From an optimization exercise on the open Yosys and OpenROAD flow, aimed at small area, a short achievable clock period and few clock cycles per item; shortcuts taken in it are not production practice.
Function was checked by simulation only, so behaviour that the tests miss may differ from the original.
Power is estimated from default activity; no workload was simulated.

$ cat design/flow/config.mk
export PLATFORM = sky130hd
export DESIGN_NAME = loeffler_dct_8
export DESIGN_NICKNAME = loeffler_dct_8
export VERILOG_FILES = /design/flow/design.v
export SDC_FILE = /design/flow/constraint.sdc
export NUM_CORES = 4
export LEC_CHECK = 0
export CAP_MARGIN = 20
export CORE_MARGIN = 2
export CORE_UTILIZATION = 60
export SETUP_SLACK_MARGIN = 4.0
export SLEW_MARGIN = 20
$ cat design/flow/constraint.sdc
create_clock -name core_clock -period 8.5 [get_ports {clock}]
set_input_delay 1.7000 -clock core_clock [delete_from_list [all_inputs] [get_ports {clock}]]
set_output_delay 1.7000 -clock core_clock [all_outputs]
set_load 0.01 [all_outputs]
$ cat design/flow/design.v
`default_nettype none
package dct_pkg;
    typedef logic signed [7:0]  sample_t;     
    typedef logic signed [15:0] word_t;       
    typedef logic        [8:0]  coeff_t;      
    typedef logic        [2:0]  coeff_sel_t;
    typedef logic        [4:0]  spad_addr_t;  
    typedef logic        [5:0]  step_t;
    typedef logic        [2:0]  bin_t;        
    typedef struct packed {
        logic       wr_from_mul;   
        logic       wr_en;
        logic       wr_out;        
        spad_addr_t wr_addr;
        coeff_sel_t coeff_sel;
        logic       op2_from_mul;
        logic       op1_from_mul;
        logic       neg_op2;
        logic       neg_op1;
        logic       latch_op1;
        logic       rd_spad;       
        spad_addr_t rd_addr;
    } ucode_t;
    typedef struct packed {
        logic  valid;
        bin_t  index;
        word_t data;
    } result_t;
endpackage
`default_nettype wire
`default_nettype none
module loeffler_dct_8 (
    input  wire logic    clock,
    input  wire logic    nreset,
    input  wire dct_pkg::sample_t fetch_data,
    output dct_pkg::bin_t         fetch_addr,
    output dct_pkg::result_t      result,
    output logic         frame_done
);
    logic [8:0] p;
    logic       run;                 
    wire  [8:0] np = nreset ? 9'd1 : {p[7:0], p[8]};
    always_ff @(posedge clock) begin
        p <= np;
        if (nreset)
            run <= 1'b0;
        else if (p[8])
            run <= 1'b1;
    end
    assign frame_done = p[8];
    always_comb begin
        fetch_addr = 3'd5;
        if (p[0]) fetch_addr = 3'd0;
        if (p[1]) fetch_addr = 3'd7;
        if (p[2]) fetch_addr = 3'd3;
        if (p[3]) fetch_addr = 3'd4;
        if (p[4]) fetch_addr = 3'd1;
        if (p[5]) fetch_addr = 3'd6;
        if (p[6]) fetch_addr = 3'd2;
    end
    wire signed [7:0] x = fetch_data;
    logic signed [7:0] h;
    logic signed [8:0] k;
    logic signed [8:0] d;
    logic signed [9:0] ea, eb;
    wire esum = p[4] || p[8];
    wire signed [9:0] u1 = 10'(h) + 10'(x) + (esum ? 10'(k) : 10'sd0);
    wire signed [9:0] u3 = 10'(k) - 10'(h) - 10'(x);
    wire signed [8:0] u2 = 9'(h) - 9'(x);
    always_ff @(posedge clock) begin
        h <= x;                          
        if (p[2] || p[6]) k <= u1[8:0];
        if (p[2] || p[4] || p[6] || p[8]) d <= u2;
        if (esum) begin
            ea <= u1;
            eb <= u3;
        end
    end
    logic signed [8:0] op, ow;           
    logic signed [9:0] o0, o1, o2, o3;
    logic oa, ob, c213, c251, c142, c50, c2x, oxs, oys;
    always_ff @(posedge clock) begin
        oa   <= np[3] || np[5] || np[7] || np[0];
        ob   <= np[4] || np[6] || np[8] || np[1];
        c213 <= np[3] || np[5];
        c251 <= np[7] || np[0];
        c142 <= np[4] || np[6];
        c50  <= np[8] || np[1];
        c2x  <= np[3] || np[5] || np[8] || np[1];
        oxs  <= np[5] || np[0];          
        oys  <= np[6] || np[1];          
    end
    wire signed [18:0] wd = 19'(d);
    wire signed [18:0] oc =
          (ob ? 19'sd255 : 19'sd0)
        + (c2x ? 19'sd1 : 19'sd0)
        + (oxs ? 19'sd1 : 19'sd0);
    wire signed [18:0] ot =
          (oa ? (wd <<< 8) : 19'sd0)
        - (c142 ? (wd <<< 7) : c2x ? (wd <<< 5) : 19'sd0)
        - (ob ? (wd <<< 4) : c213 ? (wd <<< 3) : c251 ? (wd <<< 2) : 19'sd0)
        + (c142 ? (wd <<< 1) : c2x ? ~(wd <<< 1) : 19'sd0)
        - (oa ? wd : 19'sd0)
        + (oxs ? ~(19'(ow) <<< 8) : oys ? (19'(op) <<< 8) : 19'sd0)
        + oc;
    wire signed [9:0] ov = ot[17:8];
    always_ff @(posedge clock) begin
        if (p[3] || p[7]) op <= ov[8:0];
        ow <= ov[8:0];                   
        if (p[5]) o0 <= ov;
        if (p[6]) o3 <= ov;
        if (p[0]) o1 <= ov;
        if (p[1]) o2 <= ov;
    end
    logic signed [8:0]  x91;
    logic signed [9:0]  p139;
    logic signed [10:0] w334;
    logic a91, a139, b91, b334, ea_n, eA, exy, ex2, ey3;
    always_ff @(posedge clock) begin
        a91  <= np[5] || np[0];
        a139 <= np[6] || np[2];
        b91  <= np[1];
        b334 <= np[7] || np[3];
        ea_n <= np[5] || np[0] || np[1];
        eA   <= np[5] || np[0] || np[6] || np[2];
        exy  <= np[0] || np[1];
        ex2  <= np[2];
        ey3  <= np[3];
    end
    wire signed [9:0]  ev = ea_n ? ea : eb;
    wire signed [19:0] we = 20'(ev);
    wire signed [19:0] ec =
          (a91 ? 20'sd3 : 20'sd0)
        + (a139 ? 20'sd2 : 20'sd0)
        + (ex2 ? 20'sd1 : 20'sd0)
        + (b91 ? 20'sd256 : 20'sd0)
        + (b334 ? 20'sd258 : 20'sd0);
    wire signed [19:0] et =
          (eA ? (we <<< 7) : b91 ? ~(we <<< 7) : b334 ? ~(we <<< 8) : 20'sd0)
        + (a91 ? ~(we <<< 5) : a139 ? (we <<< 4) : b91 ? (we <<< 5) : b334 ? ~(we <<< 6) : 20'sd0)
        + (eA ? ~(we <<< 2) : b91 ? (we <<< 2) : b334 ? ~(we <<< 4) : 20'sd0)
        + (eA ? ~we : b91 ? we : b334 ? (we <<< 1) : 20'sd0)
        + (exy ? (20'(x91) <<< 8) : ex2 ? ~(20'(w334) <<< 8) :
           ey3 ? (20'(p139) <<< 8) : 20'sd0)
        + ec;
    wire signed [10:0] evr = et[18:8];
    always_ff @(posedge clock) begin
        if (p[5]) x91  <= evr[8:0];
        if (p[6]) p139 <= evr[9:0];
        if (p[7]) w334 <= evr;
    end
    logic signed [10:0] b1, b2;
    wire use0 = p[3] || p[4] || p[5];
    wire use1 = p[2] || p[4] || p[5];
    wire use2 = p[3] || p[4] || p[5];
    wire use3 = p[2] || p[4] || p[5];
    wire neg0 = p[5];
    wire neg1 = p[2];
    wire neg2 = p[3] || p[5];
    wire signed [11:0] qc = (p[2] || p[3]) ? 12'sd1 : p[5] ? 12'sd2 : 12'sd0;
    wire signed [11:0] qs =
          (use0 ? (neg0 ? ~(12'(o0)) : 12'(o0)) : 12'sd0)
        + (use1 ? (neg1 ? ~(12'(o1)) : 12'(o1)) : 12'sd0)
        + (use2 ? (neg2 ? ~(12'(o2)) : 12'(o2)) : 12'sd0)
        + (use3 ? 12'(o3) : 12'sd0)
        + qc;
    always_ff @(posedge clock) begin
        if (p[2]) b1 <= qs[10:0];
        if (p[3]) b2 <= qs[10:0];
    end
    wire signed [10:0] bv = p[6] ? b1 : b2;
    wire signed [19:0] wb = 20'(bv);
    wire signed [19:0] k362 = (wb <<< 8) + (wb <<< 6) + (wb <<< 5) + (wb <<< 3) + (wb <<< 1);
    logic signed [11:0] r;
    logic               rvalid;
    logic [2:0]         ridx;
    always_ff @(posedge clock) begin
        if (p[0] || p[1] || p[2] || p[3])
            r <= 12'(evr);
        else if (p[4] || p[5])
            r <= qs;
        else
            r <= k362[19:8];
        rvalid <= run && !p[8] && !nreset;
        ridx   <= (p[0] ? 3'd0 : 3'd0) | (p[1] ? 3'd4 : 3'd0) | (p[2] ? 3'd2 : 3'd0) |
                  (p[3] ? 3'd6 : 3'd0) | (p[4] ? 3'd1 : 3'd0) | (p[5] ? 3'd7 : 3'd0) |
                  (p[6] ? 3'd3 : 3'd0) | (p[7] ? 3'd5 : 3'd0);
    end
    assign result.valid = rvalid;
    assign result.index = ridx;
    assign result.data  = 16'(r);
endmodule
`default_nettype wire
$ cat design/flow/run.sh
#!/bin/bash
# synth_recipe.tcl (not shown) runs the flow's synth.tcl, then flattens the netlist and writes it again
# the make line also repeats each setting of config.mk as NAME=value (left out here)
make -C /OpenROAD-flow-scripts/flow DESIGN_CONFIG=/design/flow/config.mk WORK_HOME=/design/flow/orfs CLKGATE_MAP_FILE= SYNTH_SCRIPT=/design/flow/synth_recipe.tcl finish
==> results of run 1 <==
[through the flow]
stage / util [%] / hold WS (ns) / worst slack [ns] / instance area (um^2) / instances
6_report: 74.3 / 0.446 / 3.68 / 19900 / 2041
2_1_floorplan: - / 0.407 / 3.48 / 16500 / 1546
4_1_cts: 72.1 / 0.432 / 3.72 / 19300 / 2014
3_3_place_gp: 63.5 / 0.416 / 2.83 / 17000 / 1874
3_5_place_dp: 63.5 / 0.420 / 2.77 / 17000 / 1874
5_1_grt: 74.3 / 0.465 / 3.50 / 19900 / 2041
[cell families (layout without fill, tap and decap cells)]
kind of cell | count (synthesis) | count (layout) | share of synthesized area (%)
buf+inv | 281 | 433 | 6.68
mux | 49 | 50 | 3.24
flops | 195 | 195 | 32.6
xor+xnor | 68 | 68 | 3.72
fa+ha+maj | 323 | 323 | 33.4
compound gates | 297 | 297 | 10.8
simple gates | 333 | 334 | 9.49
[synth_stat cells, types with 30 or more instances]
cell type                  count  area [um^2]
sky130_fd_sc_hd__edfxtp_1    139         4170
sky130_fd_sc_hd__xnor2_1      41          359
sky130_fd_sc_hd__inv_1       227          852
sky130_fd_sc_hd__ha_1        139         1740
sky130_fd_sc_hd__clkbuf_1     36          135
sky130_fd_sc_hd__a21oi_1     108          541
sky130_fd_sc_hd__nor2_1       97          364
sky130_fd_sc_hd__mux2i_1      30          300
sky130_fd_sc_hd__fa_1        184         3680
sky130_fd_sc_hd__dfxtp_1      56         1120
sky130_fd_sc_hd__o21ai_0      86          430
sky130_fd_sc_hd__nor2b_1      33          206
sky130_fd_sc_hd__nand2_1     115          432
[metal layers]
layer	global-route usage, %	vias to the layer above	wire length [um]
li1	-	5420	-
met1	40.4	5767	17300
met2	47.5	415	19400
met3	3.69	69	2180
met4	7.98	0	957
met5	0	-	0
[worst max path at each step]
stage / from / end / cells after the start / slack (ns)
after floorplan: a91 / o0[9] / 20 / 3.48
after global placement: ea_n / r[7] / 21 / 2.83
after detailed placement: ea_n / r[8] / 21 / 2.77
after CTS: ob / o1[9] / 18 / 3.72
after global routing: a91 / o0[9] / 18 / 3.50
final: a91 / o1[9] / 18 / 3.68
[flip-flops by register name, indices dropped and copies added (netlist names), 8 cells and up]
signal  count
x91         9
r          12
o2         10
o3         10
w334       11
ea         10
k           9
op          9
o0         10
h           8
ow          9
eb         10
b2         11
o1         10
b1         11
p           9
p139       10
d           9
[cell type report]
| type | instances | share of cell area, % |
|---|---|---|
| clock inverter | 14 | 0.844 |
| sequential | 195 | 26.9 |
| timing repair buffer | 173 | 8.11 |
| clock buffer | 18 | 2.16 |
| multi-input combinational | 1072 | 55.4 |
| tap | 341 | 2.15 |
| inverter | 228 | 4.47 |
[worst reg2reg max path, delay by kind of cell (launching register included)]
kind	cells	cell delay, ns
AO/OA/AOI/OAI	7	1.27
XOR/XNOR	1	0.13
adder cells (fa/ha/maj)	7	2.60
buffers and inverters	3	0.18
flip-flops	1	0.40
[power groups by stage]
stage,registers (mW),clock network [mW],logic (mW)
global placement,1.84,0,3.41
detailed placement,1.85,0,3.49
finish,1.81,0.814,4.95
floorplan,1.83,0,2.58
CTS,1.81,0.820,4.41
global route,1.83,0.864,5.41
[timing repair]
action	4_1_cts	5_1_grt
hold buffers	0	0
setup buffers	106	25
gates resized for setup	189	82
endpoints found under the setup margin	107	103
pin swaps	84	61
cloned	2	2
==> summary.txt, run 1 <==
GLOBAL ROUTING
-------------------------------------------------------------------------------------------------
First-pass GRT wire length .........................................................      63.0 mm
Maximum number of pins on one net before global-route repair .......................           57
Vias in the first global route .....................................................        11900
Global Route Usage Sum .............................................................        28.7%
Grt total ovfl .....................................................................            0
Initial antenna violation count ....................................................            0

PLACED DESIGN
-------------------------------------------------------------------------------------------------
GP Congestion ......................................................................        0.881
Buffers added on ports .............................................................           33
Placed wire-length estimate ........................................................      26.7 mm

POWER
-------------------------------------------------------------------------------------------------
Switching pwr ......................................................................      3.13 mW
Share of total power in the clock network ..........................................        10.7%
Peak supply drop ...................................................................     0.914 mV
Relative contribution of combinational cells to total power ........................        65.3%
Internal power .....................................................................      4.45 mW
Fraction of power consumed by sequential logic .....................................        23.9%
Share of total power consumed by net switching .....................................        41.3%
Power density over the cells .......................................................  382 mW/mm^2
Final Power ........................................................................      7.58 mW
Leakage power total ................................................................      8.59 nW

FLOORPLANNING
-------------------------------------------------------------------------------------------------
Floorplan die area .................................................................  0.0284 mm^2
Boundary Pins ......................................................................           34
Core Area ..........................................................................  0.0267 mm^2
Num rows ...........................................................................           60
Die Ht .............................................................................       168 um
Horizontal die dimension ...........................................................       168 um
Starting Density ...................................................................        60.7%

STA
-------------------------------------------------------------------------------------------------
Setup TNS ..........................................................................         0 ns
Clock period minus final worst setup slack .........................................      4.82 ns
Unrepaired setup endpoints after global routing ....................................         true
Max Fclk ...........................................................................    0.207 GHz
Post-route clock skew ..............................................................    0.0124 ns
Setup Viol. Count Final ............................................................            0
Worst slew margin relative to its limit ............................................        39.0%
Least-Margin Pin Slew ..............................................................     0.914 ns
Endpoints failing hold .............................................................            0
Final critical-path share of the clock period ......................................        56.7%
Max-slew violation total from the final report .....................................            0

FINAL LAYOUT
-------------------------------------------------------------------------------------------------
Layout overhead on the synthesized area ............................................        22.5%
Number of inserted filler cells in the final layout ................................         1861
Fin nets ...........................................................................         2020
Multi-input logic area .............................................................  0.0110 mm^2
Commonest cells after routing, fill and taps aside ................................. sky130_fd_sc_hd__inv_1 (211), sky130_fd_sc_hd__fa_1 (175), sky130_fd_sc_hd__edfxtp_1 (139)
Diodes inserted ....................................................................            0
Seq. cell area ..................................................................... 0.00534 mm^2
Fraction of final layout cells with drive strength greater than 1 ..................        23.2%
Most common library cell in the layout ignoring fill and taps ...................... sky130_fd_sc_hd__inv_1

WORST SETUP PATH
-------------------------------------------------------------------------------------------------
Category of the most critical setup path ........................................... register to register
Chain of cells forming the critical path ........................................... inv_12, fa_2, ha_4, fa_1, fa_1, inv_1, fa_1, inv_1, ha_4, ha_4, a21o_1, a21oi_2, o21ai_2, a31oi_4, o21ai_4, a211o_1, a21oi_2, xnor2_2
Reg-to-reg startpoint ..............................................................          a91
Path depth of the worst reg2reg path ...............................................           18
RR Endpoint ........................................................................        o1[9]
Flop2flop setup slack ..............................................................      3.68 ns
Worst path max stage delay .........................................................      0.54 ns
Cell with the biggest individual delay on the critical path ........................ sky130_fd_sc_hd__fa_1
Number of buffer and inverter stages on the critical path ..........................            3
Family with the most delay on the worst path .......................................  adder cells
Crit path capture type .............................................................     register
Required time at the worst-slack endpoint ..........................................      8.66 ns
Crit path DAT ......................................................................      4.98 ns
Critical path fanouts, max .........................................................            5
Launching element type of the critical path ........................................     register

SYNTH
-------------------------------------------------------------------------------------------------
Post-Synthesis Cells ...............................................................         1546
Synth warn .........................................................................            1
Number of distinct library cell variants in the gate-level netlist after synthesis .           64
Syn_nets ...........................................................................         1879
Synthesized cell area ..............................................................  0.0162 mm^2
Leading register cell type out of synthesis ........................................ sky130_fd_sc_hd__edfxtp_1
Fraction of registers with async set or reset after synthesis ......................           0%
Number of storage elements in the synthesis netlist ................................          195
Sequential element share of the synthesized area ...................................        32.6%
Number of flops mapped to enable cells by yosys ....................................          139
Average instance area after synthesis ..............................................    10.5 um^2

OUTCOME
-------------------------------------------------------------------------------------------------
Run status .........................................................................  timing/DRC/antenna clean

CTS
-------------------------------------------------------------------------------------------------
TritonCTS clock tree ...............................................................          yes
Insertion delay to the later sink of the worst-skew pair ...........................      0.43 ns
Maximum clock path buffer count ....................................................            2
Clock slew at the register clock pins of the worst setup and hold paths ............      0.07 ns
Root buffer selected by CTS ........................................................ sky130_fd_sc_hd__clkbuf_16
Number of sinks driven by the clock tree ...........................................          195
TritonCTS buffer count .............................................................           17
# H-tree levels ....................................................................            4

ROUTING
-------------------------------------------------------------------------------------------------
Routed wire length .................................................................      39.8 mm
Vias post-DR .......................................................................        11700
DRC violation count after routing ..................................................            0
Count of routing violations after the opening detailed-route iteration .............          896
Antenna violation net count after detailed routing .................................            0
Average wire length per cell after detail routing ..................................      19.5 um
Vias per std cell ..................................................................         5.72
Number of optimization iterations in the first detailed-route pass .................            7

FLOW RUN
-------------------------------------------------------------------------------------------------
Count of maximum capacitance violations ............................................            0

MIN PATH
-------------------------------------------------------------------------------------------------
Startpoint of the lowest-slack hold path ...........................................          run
Hold depth .........................................................................            2
Worst hold-check path type ......................................................... register to register
End point of the worst hold path ...................................................       rvalid

Testbench counts, summed over its fixed seeds: cycles 3,528, frames 384.
==> run 2: changes to the inputs <==
--- a/design/flow/config.mk
+++ b/design/flow/config.mk
@@ -10,3 +10,4 @@
 export CORE_UTILIZATION = 60
-export SETUP_SLACK_MARGIN = 4.0
+export SETUP_SLACK_MARGIN = 4.5
 export SLEW_MARGIN = 20
+export TNS_END_PERCENT = 5
==> run 2 against run 1 <==
- still clean
- combinational power decreased by 14%
- total power fell by 9.5%
- largest power group unchanged
- die area stayed put
- highest routed layer unchanged
==> summary.txt, run 2 <==
ROUTING
-------------------------------------------------------------------------------------------------
Routed wire length .................................................................      36.9 mm   was 39.8 mm
Antenna violation net count after detailed routing .................................            0   unchanged
Vias per std cell ..................................................................         5.63   was 5.72
DRC violation count after routing ..................................................            0   unchanged
Vias post-DR .......................................................................        11200   was 11700
Number of optimization iterations in the first detailed-route pass .................            5   was 7
Average wire length per cell after detail routing ..................................      18.6 um   was 19.5 um
Count of routing violations after the opening detailed-route iteration .............          978   was 896

WORST SETUP PATH
-------------------------------------------------------------------------------------------------
Flop2flop setup slack ..............................................................      3.73 ns   was 3.68 ns
Path depth of the worst reg2reg path ...............................................           14   was 18
Critical path fanouts, max .........................................................            6   was 5
Category of the most critical setup path ........................................... register to register   unchanged
Crit path capture type .............................................................     register   unchanged
Launching element type of the critical path ........................................     register   unchanged
Required time at the worst-slack endpoint ..........................................      8.63 ns   was 8.66 ns
Crit path DAT ......................................................................      4.89 ns   was 4.98 ns
RR Endpoint ........................................................................        o2[1]   was o1[9]
Reg-to-reg startpoint ..............................................................          a91   unchanged

CTS
-------------------------------------------------------------------------------------------------
Insertion delay to the later sink of the worst-skew pair ...........................      0.44 ns   was 0.43 ns
TritonCTS clock tree ...............................................................          yes   unchanged
Number of sinks driven by the clock tree ...........................................          195   unchanged
Clock slew at the register clock pins of the worst setup and hold paths ............      0.07 ns   about the same
TritonCTS buffer count .............................................................           17   unchanged
# H-tree levels ....................................................................            4   unchanged
Root buffer selected by CTS ........................................................ sky130_fd_sc_hd__clkbuf_16   unchanged
Hold bufs inserted after CTS .......................................................            0   unchanged
Maximum clock path buffer count ....................................................            2   unchanged

SYNTH
-------------------------------------------------------------------------------------------------
Synthesized cell area ..............................................................  0.0162 mm^2   unchanged
Sequential element share of the synthesized area ...................................        32.6%   unchanged
Average instance area after synthesis ..............................................    10.5 um^2   unchanged
Most common cell in the netlist .................................................... sky130_fd_sc_hd__inv_1   unchanged
Number of storage elements in the synthesis netlist ................................          195   unchanged
Fraction of registers with async set or reset after synthesis ......................           0%   unchanged
Number of distinct library cell variants in the gate-level netlist after synthesis .           64   unchanged
Portion of synthesized cell area occupied by the leading cell type .................        25.7%   unchanged
Cells taking the most area after synthesis ......................................... sky130_fd_sc_hd__edfxtp_1 (26%), sky130_fd_sc_hd__fa_1 (23%), sky130_fd_sc_hd__ha_1 (11%)   unchanged
Yosys top cell by area ............................................................. sky130_fd_sc_hd__edfxtp_1   unchanged
Syn_nets ...........................................................................         1879   unchanged
Number of flops mapped to enable cells by yosys ....................................          139   unchanged
Most frequent cells after synthesis ................................................ sky130_fd_sc_hd__inv_1 (227), sky130_fd_sc_hd__fa_1 (184), sky130_fd_sc_hd__edfxtp_1 (139), sky130_fd_sc_hd__ha_1 (139), sky130_fd_sc_hd__nand2_1 (115)   unchanged
Synth warn .........................................................................            1   unchanged
Leading register cell type out of synthesis ........................................ sky130_fd_sc_hd__edfxtp_1   unchanged
Post-Synthesis Cells ...............................................................         1546   unchanged

FINAL LAYOUT
-------------------------------------------------------------------------------------------------
Layout overhead on the synthesized area ............................................        16.6%   was 22.5%
Commonest cells after routing, fill and taps aside ................................. sky130_fd_sc_hd__inv_1 (217), sky130_fd_sc_hd__fa_1 (174), sky130_fd_sc_hd__edfxtp_1 (139)   was sky130_fd_sc_hd__inv_1 (211), sky130_fd_sc_hd__fa_1 (175), sky130_fd_sc_hd__edfxtp_1 (139)
Diodes inserted ....................................................................            0   unchanged
Most common library cell in the layout ignoring fill and taps ...................... sky130_fd_sc_hd__inv_1   unchanged
Register ranked first by flip-flop count ...........................................            r   unchanged
Fraction of final layout cells with drive strength greater than 1 ..................        17.0%   was 23.2%
Number of inserted filler cells in the final layout ................................         2017   was 1861
Fin nets ...........................................................................         1964   was 2020
Flip-flop count of the largest register, all copies and words added ................           12   unchanged

FLOW RUN
-------------------------------------------------------------------------------------------------
Count of maximum capacitance violations ............................................            0   unchanged

STA
-------------------------------------------------------------------------------------------------
Setup Viol. Count Final ............................................................            0   unchanged
Final Hold Slack ...................................................................     0.428 ns   was 0.446 ns
Clock period minus final worst setup slack .........................................      4.77 ns   was 4.82 ns
Unrepaired setup endpoints after global routing ....................................         true   unchanged
Max Fclk ...........................................................................    0.210 GHz   was 0.207 GHz
Endpoints failing hold .............................................................            0   unchanged
Max-slew violation total from the final report .....................................            0   unchanged
Setup TNS ..........................................................................         0 ns   unchanged
Worst slew margin relative to its limit ............................................        41.0%   was 39.0%
Post-route clock skew ..............................................................    0.0188 ns   was 0.0124 ns
Least-Margin Pin Slew ..............................................................     0.882 ns   was 0.914 ns
Final critical-path share of the clock period ......................................        56.1%   was 56.7%

OUTCOME
-------------------------------------------------------------------------------------------------
Run status .........................................................................  timing/DRC/antenna clean   unchanged

GLOBAL ROUTING
-------------------------------------------------------------------------------------------------
Global Route Usage Sum .............................................................        27.3%   was 28.7%
Grt total ovfl .....................................................................            0   unchanged
First-pass GRT wire length .........................................................      60.2 mm   was 63.0 mm
Maximum number of pins on one net before global-route repair .......................           44   was 57
Initial antenna violation count ....................................................            0   unchanged
Vias in the first global route .....................................................        11400   was 11900

FLOORPLANNING
-------------------------------------------------------------------------------------------------
Horizontal die dimension ...........................................................       168 um   unchanged
Core Area ..........................................................................  0.0267 mm^2   unchanged
Boundary Pins ......................................................................           34   unchanged
Starting Density ...................................................................        60.7%   unchanged
Die Ht .............................................................................       168 um   unchanged
Num rows ...........................................................................           60   unchanged
Floorplan die area .................................................................  0.0284 mm^2   unchanged

MIN PATH
-------------------------------------------------------------------------------------------------
Worst hold-check path type ......................................................... register to register   unchanged
End point of the worst hold path ...................................................       rvalid   unchanged
Startpoint of the lowest-slack hold path ...........................................          run   unchanged
Hold depth .........................................................................            2   unchanged

POWER
-------------------------------------------------------------------------------------------------
Leakage power total ................................................................      8.20 nW   was 8.59 nW
Power density over the cells .......................................................  363 mW/mm^2   was 382 mW/mm^2
Peak supply drop ...................................................................     0.835 mV   was 0.914 mV

PLACED DESIGN
-------------------------------------------------------------------------------------------------
GP Congestion ......................................................................        0.927   was 0.881
Buffers added on ports .............................................................           33   unchanged
Placed wire-length estimate ........................................................      27.1 mm   was 26.7 mm

-- run 2: cell counts after synthesis --
No cell type changed its count.
-- run 2: cell type report --
type	count	area [um^2]	share of cell area, %
flip-flops and latches	195	5340	28.2
multi-input cells	1071	10600	56.0
inverters	228	882	4.66
well taps	341	427	2.26
repair buffers	118	1080	5.71
clock buffers	17	425	2.25
clock inverters	15	160	0.847
-- run 2: worst max-delay path, cell delays in order (launching register included) --
cell and delay [ns]:
sky130_fd_sc_hd__dfxtp_4 0.43, sky130_fd_sc_hd__inv_12 0.04, sky130_fd_sc_hd__fa_2 0.37, sky130_fd_sc_hd__ha_4 0.20, sky130_fd_sc_hd__buf_6 0.12, sky130_fd_sc_hd__fa_1 0.45
sky130_fd_sc_hd__fa_1 0.52, sky130_fd_sc_hd__fa_1 0.61, sky130_fd_sc_hd__ha_4 0.22, sky130_fd_sc_hd__ha_4 0.27, sky130_fd_sc_hd__o2111ai_2 0.12, sky130_fd_sc_hd__o21ai_2 0.22
sky130_fd_sc_hd__a31oi_4 0.14, sky130_fd_sc_hd__buf_4 0.16, sky130_fd_sc_hd__xnor2_1 0.59
-- run 2: report_power, final --
| group | switching (mW) | internal (mW) |
|---|---|---|
| logic | 2.42 | 1.83 |
| clock network | 0.395 | 0.395 |
| registers | 0.0716 | 1.74 |
| total | 2.89 | 3.97 |
-- run 2: timing repair --
| action | 4_1_cts | 5_1_grt |
|---|---|---|
| resized for setup | 175 | 20 |
| pin swaps | 66 | 5 |
| cloned | 1 | 0 |
| setup endpoints to repair | 133 | 129 |
| setup buffers | 70 | 6 |
-- run 2: layer usage --
layer / part of all wire (%) / global-route usage [%] / routed length (um) / vias to the layer above
li1: - / - / - / 5313
met1: 46 / 40.2 / 16900 / 5511
met2: 47 / 43.6 / 17300 / 306
met3: 5.1 / 2.94 / 1900 / 48
met4: 2.1 / 7.50 / 758 / 0
met5: 0 / 0 / 0 / -
-- run 2: kinds of logic after synthesis --
kind of cell	count (synthesis)	synth area share (%)
AO/OA/AOI/OAI	297	10.8
XOR/XNOR	68	3.72
adder cells (fa/ha/maj)	323	33.4
buffers and inverters	281	6.68
flip-flops	195	32.6
multiplexers	49	3.24
AND/OR/NAND/NOR	333	9.49
-- run 2: how the worst max path moves through the flow --
stage | from | endpoint | slack, ns | cells past startpoint
2_1_floorplan | a91 | o0[9] | 3.48 | 20
3_3_place_gp | ea_n | w334[10] | 2.79 | 17
3_5_place_dp | ea_n | w334[10] | 2.69 | 17
4_1_cts | a91 | o2[9] | 3.70 | 18
5_1_grt | ea_n | r[4] | 3.55 | 19
6_report | a91 | o2[1] | 3.73 | 14
-- run 2: metrics by stage --
stage	cells	cell area [um^2]	power [mW]	util (%)	setup WS, ns
global route	1985	18900	7.41	70.8	3.55
global placement	1876	16900	5.26	63.2	2.79
finish	1985	18900	6.86	70.8	3.73
CTS	1979	18700	6.68	70.1	3.70
detailed placement	1876	16900	5.32	63.2	2.69
floorplan	1546	16300	4.35	-	3.48
==> run 3: changes to the inputs <==
--- a/design/flow/config.mk
+++ b/design/flow/config.mk
@@ -10,4 +10,3 @@
 export CORE_UTILIZATION = 60
-export SETUP_SLACK_MARGIN = 4.5
+export SETUP_SLACK_MARGIN = 3.7
 export SLEW_MARGIN = 20
-export TNS_END_PERCENT = 5
==> run 3 against run 2 <==
- global-route usage down 0.19 points
- sequential cell count stayed put
- routed wire length grew 4.0%
- sequential share of layout area fell by 0.50 points
- fmax down 0.28%
- final cell count rose by 0.60%
- synthesized area unchanged
- total power decreased by 1.7%
- critical path type unchanged
- critical endpoint is now o3[9]
==> summary.txt, run 3 <==
SYNTH
-------------------------------------------------------------------------------------------------
Number of flops mapped to enable cells by yosys ....................................          139   unchanged
Post-Synthesis Cells ...............................................................         1546   unchanged
Synthesized cell area ..............................................................  0.0162 mm^2   unchanged
Syn_nets ...........................................................................         1879   unchanged
Most frequent cells after synthesis ................................................ sky130_fd_sc_hd__inv_1 (227), sky130_fd_sc_hd__fa_1 (184), sky130_fd_sc_hd__edfxtp_1 (139), sky130_fd_sc_hd__ha_1 (139), sky130_fd_sc_hd__nand2_1 (115)   unchanged
Number of distinct library cell variants in the gate-level netlist after synthesis .           64   unchanged
Number of storage elements in the synthesis netlist ................................          195   unchanged
Dominant combinational cell family by area after synthesis .........................  adder cells   unchanged
Leading register cell type out of synthesis ........................................ sky130_fd_sc_hd__edfxtp_1   unchanged
Post-Synth XOR/XNOR Area ...........................................................        3.72%   unchanged
Most common cell in the netlist .................................................... sky130_fd_sc_hd__inv_1   unchanged
Adder-cell share of the synthesized area ...........................................        33.4%   unchanged
Synth warn .........................................................................            1   unchanged
Cells taking the most area after synthesis ......................................... sky130_fd_sc_hd__edfxtp_1 (26%), sky130_fd_sc_hd__fa_1 (23%), sky130_fd_sc_hd__ha_1 (11%)   unchanged
Fraction of the mapped netlist area in compound gates ..............................        10.8%   unchanged
Fraction of registers with async set or reset after synthesis ......................           0%   unchanged
Yosys top cell by area ............................................................. sky130_fd_sc_hd__edfxtp_1   unchanged
Sequential element share of the synthesized area ...................................        32.6%   unchanged
Synthesized-area fraction occupied by and/or/nand/nor cells ........................        9.49%   unchanged
Portion of synthesized cell area occupied by the leading cell type .................        25.7%   unchanged
Average instance area after synthesis ..............................................    10.5 um^2   unchanged
Mux share of post-synthesis cell area ..............................................        3.24%   unchanged

WORST SETUP PATH
-------------------------------------------------------------------------------------------------
Path depth of the worst reg2reg path ...............................................           18   was 14
RR Endpoint ........................................................................        o3[9]   was o2[1]
Required time at the worst-slack endpoint ..........................................      8.67 ns   was 8.63 ns
Worst setup path startpoint ........................................................          a91   unchanged
Crit path DAT ......................................................................      4.95 ns   was 4.89 ns
Critical path fanouts, max .........................................................            8   was 6
Reg-to-reg startpoint ..............................................................          a91   unchanged
Launching element type of the critical path ........................................     register   unchanged
Worst setup path endpoint ..........................................................        o3[9]   was o2[1]
Category of the most critical setup path ........................................... register to register   unchanged
Crit path capture type .............................................................     register   unchanged
Flop2flop setup slack ..............................................................      3.72 ns   was 3.73 ns

STA
-------------------------------------------------------------------------------------------------
Max-slew violation total from the final report .....................................            0   unchanged
Final critical-path share of the clock period ......................................        56.3%   was 56.1%
Setup TNS ..........................................................................         0 ns   unchanged
Max Fclk ...........................................................................    0.209 GHz   was 0.210 GHz
Least-Margin Pin Slew ..............................................................     0.990 ns   was 0.882 ns
Endpoints failing hold .............................................................            0   unchanged
Worst slew margin relative to its limit ............................................        33.8%   was 41.0%
Post-route clock skew ..............................................................    0.0130 ns   was 0.0188 ns
Clock period minus final worst setup slack .........................................      4.78 ns   was 4.77 ns
Unrepaired setup endpoints after global routing ....................................         true   unchanged
Setup Viol. Count Final ............................................................            0   unchanged

FINAL LAYOUT
-------------------------------------------------------------------------------------------------
Seq. cell area ..................................................................... 0.00534 mm^2   about the same
Final core area utilization ........................................................        72.1%   was 70.8%
Register ranked first by flip-flop count ...........................................            r   unchanged
Number of inserted filler cells in the final layout ................................         1957   was 2017
Area of all placed cells without fillers ...........................................  0.0193 mm^2   was 0.0189 mm^2
Multi-input logic area .............................................................  0.0108 mm^2   was 0.0106 mm^2
Diodes inserted ....................................................................            0   unchanged
Fraction of final layout cells with drive strength greater than 1 ..................        19.1%   was 17.0%
Layout overhead on the synthesized area ............................................        18.7%   was 16.6%
Flip-flop count of the largest register, all copies and words added ................           12   unchanged
Commonest cells after routing, fill and taps aside ................................. sky130_fd_sc_hd__inv_1 (215), sky130_fd_sc_hd__fa_1 (175), sky130_fd_sc_hd__edfxtp_1 (139)   was sky130_fd_sc_hd__inv_1 (217), sky130_fd_sc_hd__fa_1 (174), sky130_fd_sc_hd__edfxtp_1 (139)
Most common library cell in the layout ignoring fill and taps ...................... sky130_fd_sc_hd__inv_1   unchanged
Fin nets ...........................................................................         1976   was 1964

GLOBAL ROUTING
-------------------------------------------------------------------------------------------------
Global Route Usage Sum .............................................................        27.1%   was 27.3%
Initial antenna violation count ....................................................            0   unchanged
Maximum number of pins on one net before global-route repair .......................           57   was 44
First-pass GRT wire length .........................................................      59.2 mm   was 60.2 mm
Grt total ovfl .....................................................................            0   unchanged
Global Route met2 Usage ............................................................        45.3%   was 43.6%
Layer with the highest usage after global routing ..................................         met2   unchanged
Vias in the first global route .....................................................        11300   was 11400
Grt met3 use .......................................................................        3.81%   was 2.94%
GRT met1 Usage .....................................................................        37.5%   was 40.2%

MIN PATH
-------------------------------------------------------------------------------------------------
Worst hold-check path type ......................................................... register to register   unchanged

FLOW RUN
-------------------------------------------------------------------------------------------------
Count of maximum capacitance violations ............................................            0   unchanged

FLOORPLANNING
-------------------------------------------------------------------------------------------------
Die Ht .............................................................................       168 um   unchanged
Boundary Pins ......................................................................           34   unchanged
Floorplan die area .................................................................  0.0284 mm^2   unchanged
Starting Density ...................................................................        60.7%   unchanged
Num rows ...........................................................................           60   unchanged
Horizontal die dimension ...........................................................       168 um   unchanged
Core Area ..........................................................................  0.0267 mm^2   unchanged

POWER
-------------------------------------------------------------------------------------------------
Final Power ........................................................................      6.75 mW   was 6.86 mW
Peak supply drop ...................................................................     0.774 mV   was 0.835 mV
Leakage power total ................................................................      8.30 nW   was 8.20 nW
Power density over the cells .......................................................  350 mW/mm^2   was 363 mW/mm^2

CTS
-------------------------------------------------------------------------------------------------
Root buffer selected by CTS ........................................................ sky130_fd_sc_hd__clkbuf_16   unchanged
Clock slew at the register clock pins of the worst setup and hold paths ............      0.08 ns   was 0.07 ns
TritonCTS buffer count .............................................................           17   unchanged
Maximum clock path buffer count ....................................................            2   unchanged
TritonCTS clock tree ...............................................................          yes   unchanged
# H-tree levels ....................................................................            4   unchanged
Insertion delay to the later sink of the worst-skew pair ...........................      0.45 ns   was 0.44 ns
Number of sinks driven by the clock tree ...........................................          195   unchanged

PLACED DESIGN
-------------------------------------------------------------------------------------------------
GP Congestion ......................................................................        0.918   was 0.927
Buffers added on ports .............................................................           33   unchanged
Placed wire-length estimate ........................................................      27.1 mm   about the same
Cell area reported after detailed placement ........................................  0.0169 mm^2   about the same

ROUTING
-------------------------------------------------------------------------------------------------
Vias per std cell ..................................................................         5.69   was 5.63
Vias post-DR .......................................................................        11400   was 11200
DRC violation count after routing ..................................................            0   unchanged
Number of optimization iterations in the first detailed-route pass .................            7   was 5
Average wire length per cell after detail routing ..................................      19.2 um   was 18.6 um
Routed wire length .................................................................      38.4 mm   was 36.9 mm
Antenna violation net count after detailed routing .................................            0   unchanged
Count of routing violations after the opening detailed-route iteration .............         1009   was 978

OUTCOME
-------------------------------------------------------------------------------------------------
Run status .........................................................................  timing/DRC/antenna clean   unchanged

## run 3: cell counts after synthesis
No cell type changed its count.
## run 3: worst min-delay path by stage
stage	endpoint	depth (start not counted)	startpoint
4_1_cts	rvalid	2	run
6_report	rvalid	2	run
5_1_grt	rvalid	2	run
3_3_place_gp	rvalid	2	run
3_5_place_dp	rvalid	2	run
2_1_floorplan	rvalid	2	run
## run 3: layout make-up
| class | instances | area share [%] |
|---|---|---|
| clock inverter | 15 | 0.968 |
| timing repair buffer | 129 | 6.30 |
| sequential | 195 | 27.7 |
| clock buffer | 17 | 2.21 |
| multi-input combinational | 1072 | 56.0 |
| tap | 341 | 2.22 |
| inverter | 228 | 4.59 |
## run 3: worst max-delay path, cell delays in order, from the launching register on
cell,delay (ns)
sky130_fd_sc_hd__dfxtp_4,0.45
sky130_fd_sc_hd__buf_4,0.16
sky130_fd_sc_hd__nor2b_4,0.07
sky130_fd_sc_hd__nand2_1,0.07
sky130_fd_sc_hd__o21ai_0,0.12
sky130_fd_sc_hd__fa_1,0.55
sky130_fd_sc_hd__inv_1,0.05
sky130_fd_sc_hd__fa_1,0.54
sky130_fd_sc_hd__inv_1,0.05
sky130_fd_sc_hd__fa_1,0.46
sky130_fd_sc_hd__fa_1,0.42
sky130_fd_sc_hd__ha_1,0.25
sky130_fd_sc_hd__a21o_1,0.17
sky130_fd_sc_hd__a21o_1,0.20
sky130_fd_sc_hd__a21oi_2,0.18
sky130_fd_sc_hd__o21ai_4,0.09
sky130_fd_sc_hd__a211o_1,0.37
sky130_fd_sc_hd__a21oi_2,0.21
sky130_fd_sc_hd__xnor2_2,0.12
## run 3: layer usage
metal,part of all wire (%),up-vias
met5,0,-
li1,-,5356
met3,4.6,85
met1,44,5584
met2,49,342
met4,2.8,0
## run 3: report_power, final
part	internal, mW	total [mW]	switching [mW]	leakage [nW]
combinational	1.76	4.12	2.35	6.26
clock	0.401	0.816	0.415	0.295
sequential	1.74	1.82	0.0731	1.75
## run 3: metrics by stage
stage | hold slack, ns | worst slack (ns) | cells
5_1_grt | 0.461 | 3.58 | 1997
6_report | 0.435 | 3.72 | 1997
4_1_cts | 0.443 | 3.71 | 1958
2_1_floorplan | 0.407 | 3.48 | 1546
3_3_place_gp | 0.428 | 2.94 | 1877
3_5_place_dp | 0.432 | 2.86 | 1877
## run 3: logic make-up (layout without fill, tap and decap cells)
family | Yosys count | after routing
AO/OA/AOI/OAI | 297 | 297
AND/OR/NAND/NOR | 333 | 335
buffers and inverters | 281 | 389
adder cells (fa/ha/maj) | 323 | 323
flip-flops | 195 | 195
multiplexers | 49 | 49
XOR/XNOR | 68 | 68
## run 3: repair_timing
item,CTS,global route
pin swaps,17,77
setup buffers,47,38
resized for setup,81,155
hold buffers,0,0
gates cloned,2,1
setup endpoints to repair,104,88
==> run 4: changes to the inputs <==
--- a/design/flow/config.mk
+++ b/design/flow/config.mk
@@ -10,3 +10,4 @@
 export CORE_UTILIZATION = 60
-export SETUP_SLACK_MARGIN = 3.7
+export SETUP_SLACK_MARGIN = 5.0
 export SLEW_MARGIN = 20
+export TNS_END_PERCENT = 2
==> run 4 against run 3 <==
- still clean
- register-to-register slack got worse by 0.04 ns
- total power about the same
- non-clock buffer count increased by 5
- sequential share of layout area increased by 0.32 points
- worst setup slack got worse by 0.042 ns
- combinational power decreased by 1%
==> summary.txt, run 4 <==
SYNTH
-------------------------------------------------------------------------------------------------
Number of flops mapped to enable cells by yosys ....................................          139   unchanged
Most frequent cells after synthesis ................................................ sky130_fd_sc_hd__inv_1 (227), sky130_fd_sc_hd__fa_1 (184), sky130_fd_sc_hd__edfxtp_1 (139), sky130_fd_sc_hd__ha_1 (139), sky130_fd_sc_hd__nand2_1 (115)   unchanged
Yosys top cell by area ............................................................. sky130_fd_sc_hd__edfxtp_1   unchanged
Sequential element share of the synthesized area ...................................        32.6%   unchanged
Leading register cell type out of synthesis ........................................ sky130_fd_sc_hd__edfxtp_1   unchanged
Synthesized cell area ..............................................................  0.0162 mm^2   unchanged
Fraction of registers with async set or reset after synthesis ......................           0%   unchanged
Average instance area after synthesis ..............................................    10.5 um^2   unchanged
Cells taking the most area after synthesis ......................................... sky130_fd_sc_hd__edfxtp_1 (26%), sky130_fd_sc_hd__fa_1 (23%), sky130_fd_sc_hd__ha_1 (11%)   unchanged
Post-Synthesis Cells ...............................................................         1546   unchanged
Most common cell in the netlist .................................................... sky130_fd_sc_hd__inv_1   unchanged
Syn_nets ...........................................................................         1879   unchanged
Synth warn .........................................................................            1   unchanged
Number of storage elements in the synthesis netlist ................................          195   unchanged
Portion of synthesized cell area occupied by the leading cell type .................        25.7%   unchanged
Number of distinct library cell variants in the gate-level netlist after synthesis .           64   unchanged

STA
-------------------------------------------------------------------------------------------------
Final critical-path share of the clock period ......................................        56.7%   was 56.3%
Least-Margin Pin Slew ..............................................................     0.951 ns   was 0.990 ns
Clock period minus final worst setup slack .........................................      4.82 ns   was 4.78 ns
Endpoints failing hold .............................................................            0   unchanged
Post-route clock skew ..............................................................    0.0153 ns   was 0.0130 ns
Worst slew margin relative to its limit ............................................        36.5%   was 33.8%
Setup Viol. Count Final ............................................................            0   unchanged
Unrepaired setup endpoints after global routing ....................................         true   unchanged
Max Fclk ...........................................................................    0.207 GHz   was 0.209 GHz
Max-slew violation total from the final report .....................................            0   unchanged
Setup TNS ..........................................................................         0 ns   unchanged

FLOORPLANNING
-------------------------------------------------------------------------------------------------
Die Ht .............................................................................       168 um   unchanged
Starting Density ...................................................................        60.7%   unchanged
Horizontal die dimension ...........................................................       168 um   unchanged
Num rows ...........................................................................           60   unchanged
Core Area ..........................................................................  0.0267 mm^2   unchanged
Floorplan die area .................................................................  0.0284 mm^2   unchanged
Boundary Pins ......................................................................           34   unchanged

FINAL LAYOUT
-------------------------------------------------------------------------------------------------
Fraction of final layout cells with drive strength greater than 1 ..................        17.9%   was 19.1%
Number of inserted filler cells in the final layout ................................         1987   was 1957
Most common library cell in the layout ignoring fill and taps ...................... sky130_fd_sc_hd__inv_1   unchanged
Diodes inserted ....................................................................            0   unchanged
Flip-flop count of the largest register, all copies and words added ................           12   unchanged
Layout overhead on the synthesized area ............................................        17.4%   was 18.7%
Commonest cells after routing, fill and taps aside ................................. sky130_fd_sc_hd__inv_1 (219), sky130_fd_sc_hd__fa_1 (175), sky130_fd_sc_hd__edfxtp_1 (139)   was sky130_fd_sc_hd__inv_1 (215), sky130_fd_sc_hd__fa_1 (175), sky130_fd_sc_hd__edfxtp_1 (139)
Seq. cell area ..................................................................... 0.00534 mm^2   about the same
Fin nets ...........................................................................         1981   was 1976
Multi-input logic area .............................................................  0.0106 mm^2   was 0.0108 mm^2
Register ranked first by flip-flop count ...........................................            r   unchanged

WORST SETUP PATH
-------------------------------------------------------------------------------------------------
Worst path max stage delay .........................................................      0.49 ns   was 0.55 ns
Reg-to-reg startpoint ..............................................................         ea_n   was a91
Number of buffer and inverter stages on the critical path ..........................            3   unchanged
Crit path DAT ......................................................................      5.02 ns   was 4.95 ns
Required time at the worst-slack endpoint ..........................................      8.70 ns   was 8.67 ns
Launching element type of the critical path ........................................     register   unchanged
Critical path fanouts, max .........................................................            8   unchanged
Worst setup path startpoint ........................................................         ea_n   was a91
Crit path capture type .............................................................     register   unchanged
Cell with the biggest individual delay on the critical path ........................ sky130_fd_sc_hd__fa_1   unchanged
Chain of cells forming the critical path ........................................... buf_4, mux2i_2, nand2_1, a21oi_2, a21oi_2, o21ai_2, fa_2, fa_1, fa_1, inv_1, ha_4, or3_4, a31oi_2, nand2b_4, a21boi_1, o31ai_4, nor2b_4, xnor2_2, inv_1   was buf_4, nor2b_4, nand2_1, o21ai_0, fa_1, inv_1, fa_1, inv_1, fa_1, fa_1, ha_1, a21o_1, a21o_1, a21oi_2, o21ai_4, a211o_1, a21oi_2, xnor2_2
Family with the most delay on the worst path .......................................  adder cells   unchanged
Category of the most critical setup path ........................................... register to register   unchanged

CTS
-------------------------------------------------------------------------------------------------
Insertion delay to the later sink of the worst-skew pair ...........................      0.44 ns   was 0.45 ns
Hold bufs inserted after CTS .......................................................            0   unchanged
# H-tree levels ....................................................................            4   unchanged
Number of sinks driven by the clock tree ...........................................          195   unchanged
TritonCTS clock tree ...............................................................          yes   unchanged
Clock slew at the register clock pins of the worst setup and hold paths ............      0.08 ns   about the same
Maximum clock path buffer count ....................................................            2   unchanged
Root buffer selected by CTS ........................................................ sky130_fd_sc_hd__clkbuf_16   unchanged
TritonCTS buffer count .............................................................           17   unchanged

GLOBAL ROUTING
-------------------------------------------------------------------------------------------------
Vias in the first global route .....................................................        11700   was 11300
Maximum number of pins on one net before global-route repair .......................           57   unchanged
Global Route Usage Sum .............................................................        27.6%   was 27.1%
Grt total ovfl .....................................................................            0   unchanged
Initial antenna violation count ....................................................            0   unchanged
First-pass GRT wire length .........................................................      60.7 mm   was 59.2 mm

POWER
-------------------------------------------------------------------------------------------------
Power density over the cells .......................................................  354 mW/mm^2   was 350 mW/mm^2
Peak supply drop ...................................................................     0.627 mV   was 0.774 mV
Leakage power total ................................................................      8.29 nW   was 8.30 nW
Final Power ........................................................................      6.75 mW   about the same

ROUTING
-------------------------------------------------------------------------------------------------
Average wire length per cell after detail routing ..................................      18.9 um   was 19.2 um
DRC violation count after routing ..................................................            0   unchanged
Routed wire length .................................................................      37.9 mm   was 38.4 mm
Count of routing violations after the opening detailed-route iteration .............         1070   was 1009
Antenna violation net count after detailed routing .................................            0   unchanged
Vias post-DR .......................................................................        11300   was 11400
Number of optimization iterations in the first detailed-route pass .................            5   was 7
Vias per std cell ..................................................................         5.67   was 5.69

PLACED DESIGN
-------------------------------------------------------------------------------------------------
GP Congestion ......................................................................        0.916   was 0.918
Buffers added on ports .............................................................           33   unchanged
Placed wire-length estimate ........................................................      27.4 mm   was 27.1 mm

OUTCOME
-------------------------------------------------------------------------------------------------
Run status .........................................................................  timing/DRC/antenna clean   unchanged

MIN PATH
-------------------------------------------------------------------------------------------------
Startpoint of the lowest-slack hold path ...........................................          run   unchanged
Worst hold-check path type ......................................................... register to register   unchanged

FLOW RUN
-------------------------------------------------------------------------------------------------
Count of maximum capacitance violations ............................................            0   unchanged

[run 4: cell counts after synthesis]
Identical to the previous run, type by type.
[run 4: report_power, final]
part / switching, mW / internal, mW / total, mW
Combinational: 2.34 / 1.74 / 4.07
Clock: 0.403 / 0.452 / 0.855
Sequential: 0.0730 / 1.74 / 1.82
Total: 2.81 / 3.93 / 6.75
[run 4: kinds of logic after synthesis]
| kind of cell | Yosys count | share of synthesized area, % |
|---|---|---|
| adders and majority gates | 323 | 33.4 |
| and+or+nand+nor | 333 | 9.49 |
| muxes | 49 | 3.24 |
| buffers and inverters | 281 | 6.68 |
| xor gates and xnor gates | 68 | 3.72 |
| DFF | 195 | 32.6 |
| AOI/OAI and AO/OA | 297 | 10.8 |
[run 4: path summary, 6_finish.rpt]
check | slack, ns | to | cells after the start
worst max register to register | 3.68 | w334[10] | 19
worst max-delay path | 3.68 | w334[10] | 19
worst min register to register | 0.42 | rvalid | 2
worst min-delay path | 0.42 | rvalid | 2
[run 4: worst min-delay path, stage by stage, from the launching register on]
cell                      delay (ns)
sky130_fd_sc_hd__dfxtp_1        0.31
sky130_fd_sc_hd__inv_1          0.05
sky130_fd_sc_hd__nor2_1         0.03
[run 4: repair_timing]
| action | 4_1_cts | 5_1_grt |
|---|---|---|
| endpoints found under the setup margin | 143 | 145 |
| cloned | 2 | 0 |
| pin swaps | 52 | 33 |
| gates resized for setup | 143 | 64 |
| setup buffers | 66 | 24 |
[run 4: area by class of cell]
cell class	count	share of cell area [%]
Multi-Input combinational cell	1072	55.6
Clock inverter	14	1.01
Sequential cell	195	28.0
Timing Repair Buffer	134	6.21
Tap cell	341	2.24
Clock buffer	18	2.25
Inverter	228	4.64
[run 4: through the flow]
| step | utilization, % | setup WS [ns] | hold slack (ns) | cell area, um^2 | std cells |
|---|---|---|---|---|---|
| after global routing | 71.3 | 3.44 | 0.440 | 19000 | 2002 |
| after detailed placement | 63.2 | 2.78 | 0.417 | 16900 | 1878 |
| final | 71.3 | 3.68 | 0.423 | 19000 | 2002 |
| after CTS | 69.5 | 3.79 | 0.426 | 18600 | 1978 |
| after floorplan | - | 3.48 | 0.407 | 16300 | 1546 |
| after global placement | 63.2 | 2.90 | 0.418 | 16900 | 1878 |
[run 4: metal layers]
layer	vias up	track usage [%]	part of all wire [%]
met5	-	0	0
li1	5347	-	-
met4	0	8.55	2.9
met2	337	46.0	48
met3	70	2.94	4.1
met1	5591	38.5	45
==> run 5: changes to the inputs <==
--- a/design/flow/config.mk
+++ b/design/flow/config.mk
@@ -9,5 +9,4 @@
 export CORE_MARGIN = 2
-export CORE_UTILIZATION = 60
-export SETUP_SLACK_MARGIN = 5.0
+export CORE_UTILIZATION = 55
+export SETUP_SLACK_MARGIN = 4.5
 export SLEW_MARGIN = 20
-export TNS_END_PERCENT = 2
==> run 5 against run 4 <==
- synthesized cell count is the same
- worst setup slack improved by 0.016 ns
- final area up 5.7%
- critical endpoint is now o2[9]
- largest cell class unchanged
- largest power group unchanged
==> summary.txt, run 5 <==
GLOBAL ROUTING
-------------------------------------------------------------------------------------------------
Global Route Usage Sum .............................................................        26.8%   was 27.6%
Vias in the first global route .....................................................        11700   about the same
Maximum number of pins on one net before global-route repair .......................           35   was 57
Grt total ovfl .....................................................................            0   unchanged
Initial antenna violation count ....................................................            1   was 0
First-pass GRT wire length .........................................................      63.1 mm   was 60.7 mm

FINAL LAYOUT
-------------------------------------------------------------------------------------------------
Most common library cell in the layout ignoring fill and taps ...................... sky130_fd_sc_hd__inv_1   unchanged
Area of all placed cells without fillers ...........................................  0.0201 mm^2   was 0.0190 mm^2
Register ranked first by flip-flop count ...........................................            r   unchanged
Commonest cells after routing, fill and taps aside ................................. sky130_fd_sc_hd__inv_1 (204), sky130_fd_sc_hd__fa_1 (169), sky130_fd_sc_hd__edfxtp_1 (139)   was sky130_fd_sc_hd__inv_1 (219), sky130_fd_sc_hd__fa_1 (175), sky130_fd_sc_hd__edfxtp_1 (139)
Final core area utilization ........................................................        69.8%   was 71.3%
Flip-flop count of the largest register, all copies and words added ................           12   unchanged
Fraction of final layout cells with drive strength greater than 1 ..................        24.4%   was 17.9%
Layout overhead on the synthesized area ............................................        24.1%   was 17.4%
Diodes inserted ....................................................................            0   unchanged
Fin nets ...........................................................................         2010   was 1981

ROUTING
-------------------------------------------------------------------------------------------------
Vias per std cell ..................................................................         5.55   was 5.67
Routed wire length .................................................................      40.8 mm   was 37.9 mm
Vias post-DR .......................................................................        11500   was 11300
DRC violation count after routing ..................................................            0   unchanged
Average wire length per cell after detail routing ..................................      19.7 um   was 18.9 um
Number of optimization iterations in the first detailed-route pass .................            6   was 5
Antenna violation net count after detailed routing .................................            0   unchanged
Count of routing violations after the opening detailed-route iteration .............          660   was 1070

POWER
-------------------------------------------------------------------------------------------------
Fraction of power consumed by sequential logic .....................................        22.9%   was 26.9%
Share of total power in the clock network ..........................................        10.4%   was 12.7%
Internal power .....................................................................      4.66 mW   was 3.93 mW
Share of total power consumed by net switching .....................................        41.3%   was 41.7%
Relative contribution of combinational cells to total power ........................        66.7%   was 60.4%
Power density over the cells .......................................................  394 mW/mm^2   was 354 mW/mm^2
Leakage power total ................................................................      8.59 nW   was 8.29 nW
Switching pwr ......................................................................      3.27 mW   was 2.81 mW
Peak supply drop ...................................................................     0.816 mV   was 0.627 mV

MIN PATH
-------------------------------------------------------------------------------------------------
Hold depth .........................................................................            2   unchanged
Startpoint of the lowest-slack hold path ...........................................          run   unchanged
End point of the worst hold path ...................................................       rvalid   unchanged
Worst hold-check path type ......................................................... register to register   unchanged

SYNTH
-------------------------------------------------------------------------------------------------
Synthesized cell area ..............................................................  0.0162 mm^2   unchanged
Average instance area after synthesis ..............................................    10.5 um^2   unchanged
Dominant combinational cell family by area after synthesis .........................  adder cells   unchanged
Synth warn .........................................................................            1   unchanged
Adder-cell share of the synthesized area ...........................................        33.4%   unchanged
Most frequent cells after synthesis ................................................ sky130_fd_sc_hd__inv_1 (227), sky130_fd_sc_hd__fa_1 (184), sky130_fd_sc_hd__edfxtp_1 (139), sky130_fd_sc_hd__ha_1 (139), sky130_fd_sc_hd__nand2_1 (115)   unchanged
Fraction of the mapped netlist area in compound gates ..............................        10.8%   unchanged
Yosys top cell by area ............................................................. sky130_fd_sc_hd__edfxtp_1   unchanged
Number of distinct library cell variants in the gate-level netlist after synthesis .           64   unchanged
Cells taking the most area after synthesis ......................................... sky130_fd_sc_hd__edfxtp_1 (26%), sky130_fd_sc_hd__fa_1 (23%), sky130_fd_sc_hd__ha_1 (11%)   unchanged
Number of storage elements in the synthesis netlist ................................          195   unchanged
Post-Synth XOR/XNOR Area ...........................................................        3.72%   unchanged
Post-Synthesis Cells ...............................................................         1546   unchanged
Fraction of registers with async set or reset after synthesis ......................           0%   unchanged
Syn_nets ...........................................................................         1879   unchanged
Sequential element share of the synthesized area ...................................        32.6%   unchanged
Portion of synthesized cell area occupied by the leading cell type .................        25.7%   unchanged
Most common cell in the netlist .................................................... sky130_fd_sc_hd__inv_1   unchanged
Synthesized-area fraction occupied by and/or/nand/nor cells ........................        9.49%   unchanged
Number of flops mapped to enable cells by yosys ....................................          139   unchanged
Mux share of post-synthesis cell area ..............................................        3.24%   unchanged
Leading register cell type out of synthesis ........................................ sky130_fd_sc_hd__edfxtp_1   unchanged

STA
-------------------------------------------------------------------------------------------------
Setup TNS ..........................................................................         0 ns   unchanged
Setup Viol. Count Final ............................................................            0   unchanged
Final critical-path share of the clock period ......................................        56.6%   was 56.7%
Max-slew violation total from the final report .....................................            0   unchanged
Post-route clock skew ..............................................................   0.00992 ns   was 0.0153 ns
Worst slew margin relative to its limit ............................................        33.2%   was 36.5%
Least-Margin Pin Slew ..............................................................     0.999 ns   was 0.951 ns
Unrepaired setup endpoints after global routing ....................................         true   unchanged
Clock period minus final worst setup slack .........................................      4.81 ns   was 4.82 ns
Endpoints failing hold .............................................................            0   unchanged
Worst setup margin .................................................................      3.69 ns   was 3.68 ns
Max Fclk ...........................................................................    0.208 GHz   was 0.207 GHz

PLACED DESIGN
-------------------------------------------------------------------------------------------------
Buffers added on ports .............................................................           33   unchanged
DP Worst Slack .....................................................................      2.67 ns   was 2.78 ns
Placed wire-length estimate ........................................................      26.8 mm   was 27.4 mm
Cell area reported after detailed placement ........................................  0.0170 mm^2   was 0.0169 mm^2
GP Congestion ......................................................................        0.903   was 0.916

WORST SETUP PATH
-------------------------------------------------------------------------------------------------
Reg-to-reg startpoint ..............................................................           ob   was ea_n
Flop2flop setup slack ..............................................................      3.69 ns   was 3.68 ns
Launching element type of the critical path ........................................     register   unchanged
RR Endpoint ........................................................................        o2[9]   was w334[10]
Required time at the worst-slack endpoint ..........................................      8.67 ns   was 8.70 ns
Crit path capture type .............................................................     register   unchanged
Critical path fanouts, max .........................................................            4   was 8
Path depth of the worst reg2reg path ...............................................           18   was 19
Crit path DAT ......................................................................      4.98 ns   was 5.02 ns
Category of the most critical setup path ........................................... register to register   unchanged

CTS
-------------------------------------------------------------------------------------------------
TritonCTS buffer count .............................................................           17   unchanged
Clock slew at the register clock pins of the worst setup and hold paths ............      0.08 ns   about the same
Hold bufs inserted after CTS .......................................................            0   unchanged
TritonCTS clock tree ...............................................................          yes   unchanged
Insertion delay to the later sink of the worst-skew pair ...........................      0.44 ns   about the same
Root buffer selected by CTS ........................................................ sky130_fd_sc_hd__clkbuf_16   unchanged
Maximum clock path buffer count ....................................................            2   unchanged
# H-tree levels ....................................................................            4   unchanged
Number of sinks driven by the clock tree ...........................................          195   unchanged

FLOORPLANNING
-------------------------------------------------------------------------------------------------
Horizontal die dimension ...........................................................       176 um   was 168 um
Core Area ..........................................................................  0.0289 mm^2   was 0.0267 mm^2
Starting Density ...................................................................        56.2%   was 60.7%
Num rows ...........................................................................           62   was 60
Floorplan die area .................................................................  0.0309 mm^2   was 0.0284 mm^2
Die Ht .............................................................................       176 um   was 168 um
Boundary Pins ......................................................................           34   unchanged

OUTCOME
-------------------------------------------------------------------------------------------------
Run status .........................................................................  timing/DRC/antenna clean   unchanged

FLOW RUN
-------------------------------------------------------------------------------------------------
Count of maximum capacitance violations ............................................            0   unchanged

## run 5: cell count changes in the layout (fill, tap and decap cells not counted), sizes merged, moves of 3 or more
| cell | delta |
|---|---|
| inv | +4 |
| clkbuf | +3 |
| clkdlybuf4s50 | -6 |
| buf | +27 |
| clkinv | -3 |
| dlygate4sd2 | +3 |
## run 5: power by group through the flow
stage | Clock [mW] | Combinational [mW] | Sequential [mW]
2_1_floorplan | 0 | 2.58 | 1.83
3_3_place_gp | 0 | 3.42 | 1.85
3_5_place_dp | 0 | 3.48 | 1.86
4_1_cts | 0.835 | 4.31 | 1.82
5_1_grt | 0.873 | 5.79 | 1.84
6_report | 0.824 | 5.28 | 1.82
## run 5: logic make-up after synthesis
logic type                 Yosys count
xor gates and xnor gates            68
DFF                                195
adders and majority gates          323
and+or+nand+nor                    333
muxes                               49
buffers and inverters              281
AOI/OAI and AO/OA                  297
## run 5: worst max path at each step
stage / from / cells past startpoint / endpoint
2_1_floorplan: a91 / 20 / o0[9]
3_3_place_gp: ea_n / 21 / w334[10]
3_5_place_dp: ea_n / 21 / w334[10]
4_1_cts: ob / 18 / o2[9]
5_1_grt: ea_n / 20 / w334[10]
6_report: ob / 18 / o2[9]
## run 5: timing repair
action,4_1_cts,5_1_grt
setup buffers,80,43
pin swaps,87,72
endpoints found under the setup margin,123,117
gates cloned,2,2
resized for setup,200,127
## run 5: per-stage QoR
step	power, mW	hold WS [ns]	cells
5_1_grt	8.50	0.518	2074
6_report	7.93	0.458	2074
2_1_floorplan	4.41	0.407	1546
4_1_cts	6.97	0.472	2029
3_3_place_gp	5.27	0.445	1915
3_5_place_dp	5.33	0.455	1915
## run 5: metal layers
layer | global-route usage, % | part of all wire (%) | vias up
met2 | 43.2 | 47 | 314
met3 | 4.07 | 4.6 | 74
met5 | 0 | 0 | -
met4 | 8.82 | 2.5 | 0
met1 | 37.4 | 46 | 5714
li1 | - | - | 5409
## run 5: final cells by class
type | instances | area, um^2
Sequential cell | 195 | 5350
Fill cell | 2156 | 8720
Clock buffer | 20 | 458
Clock inverter | 12 | 130
Multi-Input combinational cell | 1073 | 11200
Timing Repair Buffer | 162 | 1630
Tap cell | 384 | 480
Inverter | 228 | 886
## run 5: critical path: stages (launching register included)
cell and delay (ns):
sky130_fd_sc_hd__dfxtp_4 0.38, sky130_fd_sc_hd__inv_4 0.04, sky130_fd_sc_hd__fa_2 0.41, sky130_fd_sc_hd__ha_4 0.20
sky130_fd_sc_hd__inv_4 0.07, sky130_fd_sc_hd__fa_1 0.41, sky130_fd_sc_hd__fa_1 0.58, sky130_fd_sc_hd__inv_2 0.05
sky130_fd_sc_hd__fa_1 0.47, sky130_fd_sc_hd__ha_1 0.32, sky130_fd_sc_hd__ha_2 0.19, sky130_fd_sc_hd__a21o_1 0.19
sky130_fd_sc_hd__a21oi_2 0.18, sky130_fd_sc_hd__o21ai_4 0.10, sky130_fd_sc_hd__a31oi_4 0.18, sky130_fd_sc_hd__o21ai_4 0.10
sky130_fd_sc_hd__a211o_4 0.37, sky130_fd_sc_hd__a21oi_2 0.19, sky130_fd_sc_hd__xnor2_2 0.12

[what the ideal ports hide]
The flow's constraints put no driver on any port. The routed layouts listed below were extracted and timed again, unchanged, in two steps.
Step 1: set_driving_cell puts a clkbuf_16 on clock and a buf_2 on each other input, an assumption about the parent block.
Step 2 also shifts input and output timing later by t, the mid clock arrival at the registers, as if the neighbouring blocks saw the same clock.
Three values: ideal, step 1, step 2; two values: the first two.
run | t (ns) | slack for setup (ns) | hold WS [ns] | latest minus earliest clock arrival (ns)
run 1 | 0.475 | 3.679 / 3.679 / 3.679 | 0.446 / 0.446 / 0.446 | 0.015 / 0.015
run 2 | 0.477 | 3.731 / 3.731 / 3.571 | 0.428 / 0.428 / 0.428 | 0.020 / 0.019
run 3 | 0.487 | 3.718 / 3.718 / 3.680 | 0.435 / 0.435 / 0.435 | 0.018 / 0.018
run 4 | 0.481 | 3.676 / 3.676 / 3.676 | 0.423 / 0.423 / 0.423 | 0.018 / 0.018
run 5 | 0.487 | 3.693 / 3.693 / 3.693 | 0.458 / 0.458 / 0.458 | 0.011 / 0.011
After both steps every run listed still meets setup and hold. For run 2, which loses most, drivers alone change the setup slack by 0.000 ns; drivers and shift together by -0.160 ns.
